This is an optimization exercise on Yosys and OpenROAD, whose aim is small area, a short achievable clock period and few clock cycles, not a production implementation. Only simulation tests tie the RTL to the original design; equivalence was not proved. No activity file was given, so power comes from the tool's default toggle rates.

==> run M <==
// mem_stage
module mem_stage (
	input  logic        clk,
	input  logic        rst,
	input  logic        mem_req_load,
	input  logic        mem_req_store,
	input  logic [31:0] mem_req_addr,
	input  logic [31:0] mem_req_mdr,
	input  logic [1:0]  mem_req_width,
	input  logic [3:0]  mem_req_rd_sel,
	input  logic [31:0] wr_val,
	input  logic        update_rd,
	input  logic [3:0]  rd_sel,
	input  logic        cache_instr,
	input  logic [1:0]  cache_op,
	input  logic        i_cacheop_complete,
	input  logic        d_cacheop_complete,
	input  logic        dbg_en,
	input  logic        dbg_req_access,
	input  logic        dbg_req_wr_en,
	input  logic [31:0] dbg_req_addr,
	input  logic [1:0]  dbg_req_width,
	input  logic [31:0] dbg_req_wr_val,
	output logic        wb_update_rd,
	output logic [3:0]  wb_rd_sel,
	output logic [31:0] wb_val,
	output logic        complete,
	output logic        data_abort,
	output logic        busy,
	output logic [31:0] dbg_rd_val,
	output logic        dbg_compl,
	output logic        i_inval,
	output logic        d_inval,
	output logic        d_flush,
	output logic [7:0]  i_idx,
	output logic [7:0]  d_idx
);
Settings: LEC_CHECK=0, CAP_MARGIN=20, CORE_MARGIN=2, CORE_UTILIZATION=50, SLEW_MARGIN=20, SYNTH_HIERARCHICAL=1, SYNTH_MEMORY_MAX_BITS=8192; clock period 12.0 ns.
standard.sh (not shown) runs the stock make flow with config.mk's settings and CLKGATE_MAP_FILE= SYNTH_SCRIPT=/design/flow/synth_recipe.tcl, a recipe that flattens the netlist after the stock synthesis.
==> flow/flow/run.sh <==
#!/bin/bash
# Standard synthesis and layout, with three changes to how the layout is made:
#  - timing repair aims well below the 12 ns clock (setup margin), so the
#    achieved period (12 ns less the worst slack) comes out short;
#  - clock tree: clkbuf_8 leaf buffers serving clusters of up to 12 sinks, and no
#    dummy loads, instead of ~200 clkbuf_16 leaves for ~2100 flip-flops;
#  - every port still gets its own buffer, but starting from buf_1 (repair
#    upsizes the ones on critical paths) rather than a delay cell.
set -euo pipefail
bash standard.sh \
  "CTS_ARGS=-sink_clustering_enable -repair_clock_nets -dont_use_dummy_load -sink_clustering_size 12 -sink_clustering_max_diameter 50 -buf_list sky130_fd_sc_hd__clkbuf_8" \
  "BUFFER_PORTS_ARGS=-buffer_cell sky130_fd_sc_hd__buf_1" \
  SETUP_SLACK_MARGIN=6.4 finish > make_finish.log 2>&1
==> run G (differences from run M) <==
--- a/flow/design.v
+++ b/flow/design.v
@@ -51,15 +51,16 @@
 	input  mem_stage_pkg::mem_req_t mem_req,
 	input  mem_stage_pkg::dbg_req_t dbg_req,
 	output logic [7:0]              acc_addr,   
 	output logic [1:0]              acc_width,
 	output logic [3:0]              bytesel,
 	output logic [31:0]             wr_lanes,
+	input  logic                    whole,      
+	output logic [6:0]              rd_pick,
 	input  logic [31:0]             rd_word_q,
-	input  logic [1:0]              rd_lane_q,
-	input  logic [1:0]              rd_width_q,
+	input  logic [6:0]              rd_pick_q,
 	output logic [31:0]             rd_value
 );
 	logic [31:0] acc_wr_data;
 	logic [1:0]  lane;
 	logic [7:0]  rd_byte;
 	assign acc_addr = dbg_en ? dbg_req.addr[7:0] : mem_req.addr[7:0];
@@ -80,24 +81,30 @@
 				bytesel = 4'b1111;
 				wr_lanes = acc_wr_data;
 			end
 		endcase
 	end
 	always_comb begin
-		case (rd_lane_q)
-			2'd0: rd_byte = rd_word_q[7:0];
-			2'd1: rd_byte = rd_word_q[15:8];
-			2'd2: rd_byte = rd_word_q[23:16];
-			default: rd_byte = rd_word_q[31:24];
-		endcase
-		case (rd_width_q)
-			mem_stage_pkg::width_byte: rd_value = {24'b0, rd_byte};
-			mem_stage_pkg::width_half: rd_value = rd_lane_q[1] ? {16'b0, rd_word_q[31:16]}
-			                                                   : {16'b0, rd_word_q[15:0]};
-			default: rd_value = rd_word_q;
-		endcase
+		rd_pick = '0;
+		if (whole) begin
+			rd_pick = 7'b1010001;
+		end else begin
+			case (acc_width)
+				mem_stage_pkg::width_byte: rd_pick[lane] = 1'b1;
+				mem_stage_pkg::width_half: rd_pick = lane[1] ? 7'b0100100 : 7'b0010001;
+				default: rd_pick = 7'b1010001;
+			endcase
+		end
+	end
+	always_comb begin
+		for (int i = 0; i < 8; i++) begin
+			rd_value[i] = (rd_pick_q[0] & rd_word_q[i]) | (rd_pick_q[1] & rd_word_q[8+i])
+			            | (rd_pick_q[2] & rd_word_q[16+i]) | (rd_pick_q[3] & rd_word_q[24+i]);
+			rd_value[8+i] = (rd_pick_q[4] & rd_word_q[8+i]) | (rd_pick_q[5] & rd_word_q[24+i]);
+		end
+		rd_value[31:16] = rd_word_q[31:16] & {16{rd_pick_q[6]}};
 	end
 endmodule
 `timescale 1ns/1ns
 module mem_cache_maint (
 	input  logic                                        cache_instr,
 	input  logic [1:0]                                  cache_op,  
@@ -120,22 +127,20 @@
 	input  logic                    rst,
 	input  mem_stage_pkg::mem_req_t mem_req,
 	input  mem_stage_pkg::dbg_req_t dbg_req,
 	input  logic                    update_rd,
 	input  logic [3:0]              rd_sel,
 	input  logic [31:0]             wr_val,
-	input  logic [7:0]              acc_addr,
-	input  logic [1:0]              acc_width,
 	input  logic [31:0]             rd_data,    
 	input  logic [31:0]             rd_value,   
 	input  logic                    cache_done_i,  
 	input  logic                    cache_done_d,  
 	output logic                    ram_we,
 	output logic [31:0]             rd_word_q,
-	output logic [1:0]              rd_lane_q,
-	output logic [1:0]              rd_width_q,
+	input  logic [6:0]              rd_pick,
+	output logic [6:0]              rd_pick_q,
 	output mem_stage_pkg::wb_t      wb,
 	output logic                    complete,
 	output logic                    data_abort,
 	output logic                    busy,
 	output logic                    dbg_compl,
 	output logic [31:0]             dbg_rd_val
@@ -179,14 +184,13 @@
 	mem_wb_nand2 u_abort (.a(mem_abort_n), .b(dbg_abort_n), .y(data_abort));
 	assign mem_oor = |mem_hi;
 	assign dbg_oor = |dbg_hi;
 	assign ram_we = (mem_req.store & !mem_oor) | (dbg_req.access & dbg_req.wr_en & !dbg_oor);
 	always_ff @(posedge clk) begin
 		rd_word_q <= rd_data;
-		rd_lane_q <= update_rd ? 2'd0 : acc_addr[1:0];
-		rd_width_q <= update_rd ? mem_stage_pkg::width_word : acc_width;
+		rd_pick_q <= rd_pick;
 		wb_rd_q <= update_rd ? rd_sel : mem_req.rd_sel;
 		if (rst) begin
 			dbg_rd_2nd <= 1'b0;
 			wb_q <= 1'b0;
 		end else begin
 			dbg_rd_2nd <= dbg_req.access & !dbg_req.wr_en & !dbg_rd_2nd;
@@ -248,30 +252,56 @@
 	output logic [31:0]                              rd_data
 );
 	localparam int WORDS = 2 ** mem_stage_pkg::RAM_ADDR_BITS;
 	localparam int SRCS = WORDS + 1;
 	localparam int GROUPS = (SRCS + 2) / 3;
 	logic [31:0] mem [WORDS];
+	logic [7:0]       pre_lo;
+	logic [7:0]       pre_hi;
+	logic [7:0]       pre_hi_we;
+	logic [3:0]       byte_n;
+	logic [WORDS-1:0] word_we_n;
+	logic [3:0]       byte_we [WORDS];
+	always_comb begin
+		for (int k = 0; k < 8; k++) begin
+			pre_lo[k] = (word_idx[2:0] == k);
+			pre_hi[k] = !bypass && (word_idx[5:3] == k);
+			pre_hi_we[k] = we && (word_idx[5:3] == k);
+		end
+	end
+	assign byte_n = ~bytesel;
+	for (genvar w = 0; w < WORDS; w++) begin : g_we
+		data_ram_nand2 u_word (.a(pre_hi_we[w/8]), .b(pre_lo[w%8]), .y(word_we_n[w]));
+		for (genvar b = 0; b < 4; b++) begin : g_byte
+			data_ram_nor2 u_byte (.a(word_we_n[w]), .b(byte_n[b]), .y(byte_we[w][b]));
+		end
+	end
 	always_ff @(posedge clk) begin
-		if (we) begin
+		for (int w = 0; w < WORDS; w++) begin
 			for (int b = 0; b < 4; b++) begin
-				if (bytesel[b])
-					mem[word_idx][b*8 +: 8] <= wr_val[b*8 +: 8];
+				if (byte_we[w][b])
+					mem[w][b*8 +: 8] <= wr_val[b*8 +: 8];
 			end
 		end
 	end
 	logic [3*GROUPS-1:0] src_sel;
-	always_comb begin
-		src_sel = '0;
-		for (int w = 0; w < WORDS; w++)
-			src_sel[w] = !bypass && (word_idx == w);
-		src_sel[WORDS] = bypass;
+	for (genvar w = 0; w < 3*GROUPS; w++) begin : g_sel
+		if (w < WORDS) begin : g_word
+			data_ram_and2 u_sel (.a(pre_hi[w/8]), .b(pre_lo[w%8]), .y(src_sel[w]));
+		end else if (w == WORDS) begin : g_bypass
+			assign src_sel[w] = bypass;
+		end else begin : g_none
+			assign src_sel[w] = 1'b0;
+		end
 	end
+	localparam int QUADS = (GROUPS + 3) / 4;
 	for (genvar b = 0; b < 32; b++) begin : g_bit
 		logic [3*GROUPS-1:0] src;
-		logic [GROUPS-1:0]   grp_n;
+		logic [4*QUADS-1:0]  grp_n;
+		logic [5:0]          quad;
+		logic [1:0]          half_n;
 		for (genvar w = 0; w < 3*GROUPS; w++) begin : g_src
 			if (w < WORDS)
 				assign src[w] = mem[w][b];
 			else if (w == WORDS)
 				assign src[w] = bypass_val[b];
 			else
@@ -289,13 +319,23 @@
 					.sel (src_sel[3*g +: 2]),
 					.src (src[3*g +: 2]),
 					.y_n (grp_n[g])
 				);
 			end
 		end
-		assign rd_data[b] = ~&grp_n;
+		for (genvar g = GROUPS; g < 4*QUADS; g++) begin : g_pad
+			assign grp_n[g] = 1'b1;
+		end
+		for (genvar q = 0; q < 5; q++) begin : g_quad
+			data_ram_nand4 u_q (.a(grp_n[4*q]), .b(grp_n[4*q+1]), .c(grp_n[4*q+2]),
+				.d(grp_n[4*q+3]), .y(quad[q]));
+		end
+		data_ram_nand2 u_q5 (.a(grp_n[20]), .b(grp_n[21]), .y(quad[5]));
+		data_ram_nor3 u_h0 (.a(quad[0]), .b(quad[1]), .c(quad[2]), .y(half_n[0]));
+		data_ram_nor3 u_h1 (.a(quad[3]), .b(quad[4]), .c(quad[5]), .y(half_n[1]));
+		data_ram_nand2 u_rd (.a(half_n[0]), .b(half_n[1]), .y(rd_data[b]));
 	end
 endmodule
 module data_ram_ao3 (
 	input  logic [2:0] sel,
 	input  logic [2:0] src,
 	output logic       y_n
@@ -306,12 +346,27 @@
 	input  logic [1:0] sel,
 	input  logic [1:0] src,
 	output logic       y_n
 );
 	assign y_n = ~|(sel & src);
 endmodule
+module data_ram_and2 (input logic a, input logic b, output logic y);
+	assign y = a & b;
+endmodule
+module data_ram_nand2 (input logic a, input logic b, output logic y);
+	assign y = ~(a & b);
+endmodule
+module data_ram_nand4 (input logic a, input logic b, input logic c, input logic d, output logic y);
+	assign y = ~(a & b & c & d);
+endmodule
+module data_ram_nor3 (input logic a, input logic b, input logic c, output logic y);
+	assign y = ~(a | b | c);
+endmodule
+module data_ram_nor2 (input logic a, input logic b, output logic y);
+	assign y = ~(a | b);
+endmodule
 `timescale 1ns/1ns
 module mem_stage (
 	input  logic        clk,
 	input  logic        rst,
 	input  logic        mem_req_load,
 	input  logic        mem_req_store,
@@ -366,27 +421,28 @@
 	logic [7:0]  acc_addr;
 	logic [1:0]  acc_width;
 	logic [3:0]  bytesel;
 	logic [31:0] wr_lanes;
 	logic [31:0] rd_data;
 	logic [31:0] rd_word_q;
-	logic [1:0]  rd_lane_q;
-	logic [1:0]  rd_width_q;
+	logic [6:0]  rd_pick;
+	logic [6:0]  rd_pick_q;
 	logic [31:0] rd_value;
 	logic        ram_we;
 	mem_lane_align u_lane_align (
 		.dbg_en     (dbg_en),
 		.mem_req    (mem_req),
 		.dbg_req    (dbg_req),
 		.acc_addr   (acc_addr),
 		.acc_width  (acc_width),
 		.bytesel    (bytesel),
 		.wr_lanes   (wr_lanes),
 		.rd_word_q  (rd_word_q),
-		.rd_lane_q  (rd_lane_q),
-		.rd_width_q (rd_width_q),
+		.whole      (update_rd),
+		.rd_pick    (rd_pick),
+		.rd_pick_q  (rd_pick_q),
 		.rd_value   (rd_value)
 	);
 	mem_cache_maint u_cache_maint (
 		.cache_instr        (cache_instr),
 		.cache_op           (cache_op),
 		.wr_val             (wr_val),
@@ -401,22 +457,20 @@
 		.rst        (rst),
 		.mem_req    (mem_req),
 		.dbg_req    (dbg_req),
 		.update_rd  (update_rd),
 		.rd_sel     (rd_sel),
 		.wr_val     (wr_val),
-		.acc_addr   (acc_addr),
-		.acc_width  (acc_width),
 		.rd_data    (rd_data),
 		.rd_value   (rd_value),
 		.cache_done_i (i_cacheop_complete),
 		.cache_done_d (d_cacheop_complete),
 		.ram_we     (ram_we),
 		.rd_word_q  (rd_word_q),
-		.rd_lane_q  (rd_lane_q),
-		.rd_width_q (rd_width_q),
+		.rd_pick    (rd_pick),
+		.rd_pick_q  (rd_pick_q),
 		.wb         (wb),
 		.complete   (complete),
 		.data_abort (data_abort),
 		.busy       (busy),
 		.dbg_compl  (dbg_compl),
 		.dbg_rd_val (dbg_rd_val)
--- a/flow/flow/run.sh
+++ b/flow/flow/run.sh
@@ -7,7 +7,7 @@
 #  - every port still gets its own buffer, but starting from buf_1 (repair
 #    upsizes the ones on critical paths) rather than a delay cell.
 set -euo pipefail
 bash standard.sh \
   "CTS_ARGS=-sink_clustering_enable -repair_clock_nets -dont_use_dummy_load -sink_clustering_size 12 -sink_clustering_max_diameter 50 -buf_list sky130_fd_sc_hd__clkbuf_8" \
   "BUFFER_PORTS_ARGS=-buffer_cell sky130_fd_sc_hd__buf_1" \
-  SETUP_SLACK_MARGIN=6.4 finish > make_finish.log 2>&1
+  SETUP_SLACK_MARGIN=6.5 finish > make_finish.log 2>&1
==> comparison table <==
quantity                                                                          run M                    run G
Number of clock buffers in the layout                                               203                      201
Iter 0 DRT Violations                                                              9669                     7785
Total wire length after detailed routing                                 236900 microns           219600 microns
Clock transition at path regs                                                   0.09 ns                  0.08 ns
Footprint of the flip-flops and latches                                     62340 sq um              62400 sq um
Pin count of the biggest net entering global routing                                 66                       68
Share of cell area taken by flip-flops and latches                               75.73%                   75.86%
Met3 layer wire length in the routed design                               30880 microns            23400 microns
Register share of total power                                                     64.5%                    65.2%
Measured slew at the worst slew-check pin                                      1.299 ns                 1.158 ns
Post-Place Cells                                                                   6058                     6110
First-pass GRT wire length                                               322800 microns           306400 microns
Status                                                          complete, no violations  complete, no violations
Met1 Track Usage GR                                                              43.33%                   38.17%
Number of global-route vias before repair                                         40890                    41080
Critical path depth                                                                  11                        6
First drt pass iteration count                                                       10                        9
Die area                                                                   153600 sq um             154400 sq um
Crit. Startpoint                                                                 dbg_en         mem_req_addr[23]
Stage delay of the slowest cell on the critical path                            0.63 ns                  0.30 ns
Area share of the leading cell type in the synthesized netlist                   81.71%                   81.32%
Testbench counts of run M, summed over its fixed seeds: cycles 34,848.
Testbench counts of run G, summed over its fixed seeds: cycles 34,848.

==> what the ideal ports hide <==
The flow's constraints put no driver on any port. The routed layouts listed below were extracted and timed again, unchanged, in two steps.
Step 1 sets driving cells, clkbuf_16 on the clock port and buf_2 on the other inputs (assumed; they add their load-dependent delay and slew).
Step 2, shift: input delay + t, output delay - t, t = (earliest + latest rising clock arrival at the registers) / 2. This alone moves slack from input paths to output paths.
a / b / c = ideal ports / drivers / drivers and shift; a / b = the first two.
run	t, ns	slack for setup (ns)	worst setup path after step 2
run M	1.020	6.279 / 6.322 / 5.309	input to register
run G	1.006	6.326 / 6.302 / 5.701	input to register
After both steps setup and hold are still met in every run listed. For run M, which loses most, drivers alone change the setup slack by +0.043 ns; drivers and shift together by -0.970 ns.
